From an optimization exercise on the open Yosys and OpenROAD flow, aimed at small area, a short achievable clock period and few clock cycles; shortcuts taken in it are not production practice. The RTL was checked by simulation tests, not by an equivalence proof against the original design. Power figures rest on the tool's default switching activity, not on a simulated workload.

== JK ==
==> flow/design.v (excerpt) <==
module bmp24_stream_writer #(
  parameter int MAX_DIMENSION = bsw_pkg::MAX_DIMENSION_DEFAULT
) (
  input  wire logic                          clk,
  input  wire logic                          rst,
  input  wire logic                          cfg_write,
  input  wire logic [bsw_pkg::CFG_IDX_W-1:0] cfg_index,
  input  wire logic [bsw_pkg::CFG_W-1:0]     cfg_data,
  input  wire logic                          pixel_valid,
  output logic                               pixel_stall,
  input  wire logic [bsw_pkg::PIXEL_W-1:0]   pixel,
  output logic                               file_valid,
  input  wire logic                          file_stall,
  output logic [bsw_pkg::FILE_WORD_W-1:0]    file_word
);
  function automatic logic [14:0] clamp_dim(input logic [14:0] v);
    if (v[14] && (v[13:0] != '0)) clamp_dim = 15'h4000;
    else if (v == '0)             clamp_dim = 15'd1;
    else                          clamp_dim = v;
  endfunction
  function automatic logic [5:0] inc6(input logic [5:0] x);
    for (int i = 0; i < 6; i++) inc6[i] = x[i] ^ (&(x | ~((6'd1 << i) - 6'd1)));
  endfunction
  function automatic logic [8:0] to_ad(input logic [16:0] v);
    logic [7:0] a;
    logic [7:0] b;
    logic       ge;
    a   = v[15:8];
    b   = v[7:0];
    ge  = (a >= b);
    to_ad = {a | {8{v[16]}}, ge && (a != 8'd0) && !v[16]};
  endfunction
  function automatic logic [7:0] ad_byte(input logic [8:0] ad);
    for (int i = 0; i < 8; i++)
      ad_byte[i] = ad[i+1] ^ (ad[0] && ((ad[8:1] & ((8'd1 << i) - 8'd1)) == 8'd0));
  endfunction
  logic [14:0] w_q;
  logic [14:0] h_q;
  logic [14:0] cfg_clamped;
  assign cfg_clamped = clamp_dim(cfg_data);
  always_ff @(posedge clk) begin
    if (rst) begin
      w_q <= 15'd1;
      h_q <= 15'd1;
    end else if (cfg_write) begin
      if (cfg_index) h_q <= cfg_clamped;
      else           w_q <= cfg_clamped;
    end
  end
  logic [14:0] x;
  logic [15:0] y;
  logic        mborrow;
  logic [3:0]  mcnt;
  logic        rbit;
  logic        rborrow;
  logic [15:0] msum;
  logic        mdone;
  logic        madd;
  logic [14:0] wsel;
  logic        mstart;
  logic        hdr;        
  logic [15:0] add_a;
  logic [15:0] add_b;
  logic        w_one;
  ...
export LEC_CHECK = 0
export CAP_MARGIN = 20
export CORE_MARGIN = 2
export CORE_UTILIZATION = 40
export CTS_BUF_LIST = sky130_fd_sc_hd__clkbuf_4 sky130_fd_sc_hd__clkbuf_8
export CTS_CLUSTER_DIAMETER = 100
export CTS_CLUSTER_SIZE = 40
export SETUP_SLACK_MARGIN = 5.0
export SLEW_MARGIN = 20
create_clock -name core_clock -period 7.5 [get_ports {clk}]
standard.sh (not shown) runs the stock make flow with config.mk's settings and CLKGATE_MAP_FILE= SYNTH_SCRIPT=/design/flow/synth_recipe.tcl, a recipe that flattens the netlist after the stock synthesis.
==> flow/flow/run.sh <==
#!/bin/bash
# The standard layout, with plain buffers (instead of the default delay
# buffers) on the ports. Each tool's output goes to a log in this folder.
set -euo pipefail
export BUFFER_PORTS_ARGS="-buffer_cell sky130_fd_sc_hd__buf_2"
bash standard.sh finish > make_finish.log 2>&1
Testbench counts of JK, summed over its fixed seeds: cycles 195,569.
diff inputs: JK => MS
diff --git a/flow/flow/run.sh b/flow/flow/run.sh
--- a/flow/flow/run.sh
+++ b/flow/flow/run.sh
@@ -4,3 +4,3 @@
 set -euo pipefail
-export BUFFER_PORTS_ARGS="-buffer_cell sky130_fd_sc_hd__buf_2"
+export BUFFER_PORTS_ARGS="-buffer_cell sky130_fd_sc_hd__buf_1"
 bash standard.sh finish > make_finish.log 2>&1
diff --git a/flow/config.mk b/flow/config.mk
--- a/flow/config.mk
+++ b/flow/config.mk
@@ -9,3 +9,3 @@
 export CORE_MARGIN = 2
-export CORE_UTILIZATION = 40
+export CORE_UTILIZATION = 60
 export CTS_BUF_LIST = sky130_fd_sc_hd__clkbuf_4 sky130_fd_sc_hd__clkbuf_8
@@ -13,3 +13,3 @@
 export CTS_CLUSTER_SIZE = 40
-export SETUP_SLACK_MARGIN = 5.0
+export SETUP_SLACK_MARGIN = 4.5
 export SLEW_MARGIN = 20
[summary]
On design internal power, the higher figure sits with JK, not MS. The global routing usage summed across all routing layers reported for MS is greater than that of JK by 9.0 points. MS -> JK: complex-gate fraction of the synthesized area delta 0, exact match. In the floorplan summary, MS is listed with a die area less than that of JK. Row power of the clock network: MS lower / JK higher. Delta (MS minus JK): first-iteration detailed-routing DRC count went up; sum of met2 wire segment lengths after detailed routing -1300 µm; placeable core region now smaller; post-route cell area went down. Routed wire length, MS vs JK: down by a little under 10%. Against JK as the reference, MS delivers a lower power.
### MS -> AL
diff --git a/flow/flow/run.sh b/flow/flow/run.sh
--- a/flow/flow/run.sh
+++ b/flow/flow/run.sh
@@ -4,3 +4,3 @@
 set -euo pipefail
-export BUFFER_PORTS_ARGS="-buffer_cell sky130_fd_sc_hd__buf_1"
+export BUFFER_PORTS_ARGS="-buffer_cell sky130_fd_sc_hd__buf_2"
 bash standard.sh finish > make_finish.log 2>&1
diff --git a/flow/config.mk b/flow/config.mk
--- a/flow/config.mk
+++ b/flow/config.mk
@@ -9,3 +9,3 @@
 export CORE_MARGIN = 2
-export CORE_UTILIZATION = 60
+export CORE_UTILIZATION = 40
 export CTS_BUF_LIST = sky130_fd_sc_hd__clkbuf_4 sky130_fd_sc_hd__clkbuf_8
==> comparison <==
- Between MS and AL, the share of power burned in the clock network is lower for AL.
- Between MS and AL, die area increased.
- Relative to MS, reported net switching power increased by 3.4% in AL.
- Internal reg-to-reg setup slack is higher on MS
- Placed cell count came out higher on AL than on MS.
The following lists how TR was set up differently from AL:
diff --git a/flow/flow/run.sh b/flow/flow/run.sh
--- a/flow/flow/run.sh
+++ b/flow/flow/run.sh
@@ -4,3 +4,3 @@
 set -euo pipefail
-export BUFFER_PORTS_ARGS="-buffer_cell sky130_fd_sc_hd__buf_2"
+export BUFFER_PORTS_ARGS="-buffer_cell sky130_fd_sc_hd__buf_1"
 bash standard.sh finish > make_finish.log 2>&1
diff --git a/flow/config.mk b/flow/config.mk
--- a/flow/config.mk
+++ b/flow/config.mk
@@ -13,3 +13,3 @@
 export CTS_CLUSTER_SIZE = 40
-export SETUP_SLACK_MARGIN = 4.5
+export SETUP_SLACK_MARGIN = 4.0
 export SLEW_MARGIN = 20
==> results.txt <==
Status: placed instance count parity (TR, AL)
TR against AL: worst clock skew comparable, worst setup slack now smaller, clock network latency to the later pin of the worst-skew pair now smaller, combinational power share now smaller, tightest hold margin now smaller.
Reported for TR and AL, max-capacitance violation count turned out identical to the last digit.
Worst setup path endpoint: od[5] -> AL, y[14] -> TR
[compare] base=AL new=TR: area added between synthesis and finish -9.6 points, final wirelength lower.
For TR, the startpoint-to-endpoint class of the critical path was flop to flop, unlike AL, where it was primary input to flop.
Relative to TR, the following input files were edited for PW:
diff --git a/flow/flow/run.sh b/flow/flow/run.sh
--- a/flow/flow/run.sh
+++ b/flow/flow/run.sh
@@ -4,3 +4,3 @@
 set -euo pipefail
-export BUFFER_PORTS_ARGS="-buffer_cell sky130_fd_sc_hd__buf_1"
+export BUFFER_PORTS_ARGS="-buffer_cell sky130_fd_sc_hd__buf_2"
 bash standard.sh finish > make_finish.log 2>&1
diff --git a/flow/config.mk b/flow/config.mk
--- a/flow/config.mk
+++ b/flow/config.mk
@@ -10,6 +10,3 @@
 export CORE_UTILIZATION = 40
-export CTS_BUF_LIST = sky130_fd_sc_hd__clkbuf_4 sky130_fd_sc_hd__clkbuf_8
-export CTS_CLUSTER_DIAMETER = 100
-export CTS_CLUSTER_SIZE = 40
-export SETUP_SLACK_MARGIN = 4.0
+export SETUP_SLACK_MARGIN = 4.5
 export SLEW_MARGIN = 20
- PW reached the final stage; the timing, design-rule and antenna checks on its layout passed.
- Of PW and TR, the lower clock-cell share of area belongs to TR.
- Clock network fraction of design power delta for PW relative to TR: 6.4 points higher
- Total length of routed wires grows by a few percent when moving from TR to PW.
- Going from TR to PW, register-to-register slack moved up; overall routing resource usage climbed 0.88 points.
- The setup slack of PW is larger than that of TR.
- Against TR, first-pass GRT wire length in PW came out worse.
- Fraction of area in multi-input gates delta for PW relative to TR: 1.3 points lower
- Critical path depth in PW vs TR: down 3

-- re-timing with driven ports --
The results above use ideal ports. As a check the final layouts listed here were re-extracted and re-timed, cells and wires unchanged.
Step 1, drivers: a clkbuf_16 drives clk and a buf_2 each remaining input, both assumed.
Step 2 adds t to the input delays and takes it off the output delays; t is the mean of the earliest and latest rising clock arrival at the registers after step 1. Input paths then give back, and output paths get back, about the clock's delay inside the block.
Three values: ideal ports, drivers, drivers and shift; two values: the first two.
run	shift t [ns]	setup slack, ns	hold WS [ns]	worst register clock-pin slew, ns
JK	0.489	4.455 / 4.442 / 3.952	0.544 / 0.544 / 0.544	0.09 / 0.09
MS	0.496	4.400 / 4.392 / 3.896	0.560 / 0.560 / 0.560	0.08 / 0.08
AL	0.504	4.410 / 4.412 / 3.908	0.510 / 0.510 / 0.510	0.09 / 0.09
TR	0.485	4.152 / 4.152 / 3.813	0.503 / 0.503 / 0.503	0.08 / 0.08
PW	0.470	4.449 / 4.453 / 3.985	0.505 / 0.505 / 0.505	0.06 / 0.06
After both steps every run listed still meets setup and hold. For MS, which loses most, drivers alone change the setup slack by -0.008 ns; drivers and shift together by -0.504 ns.
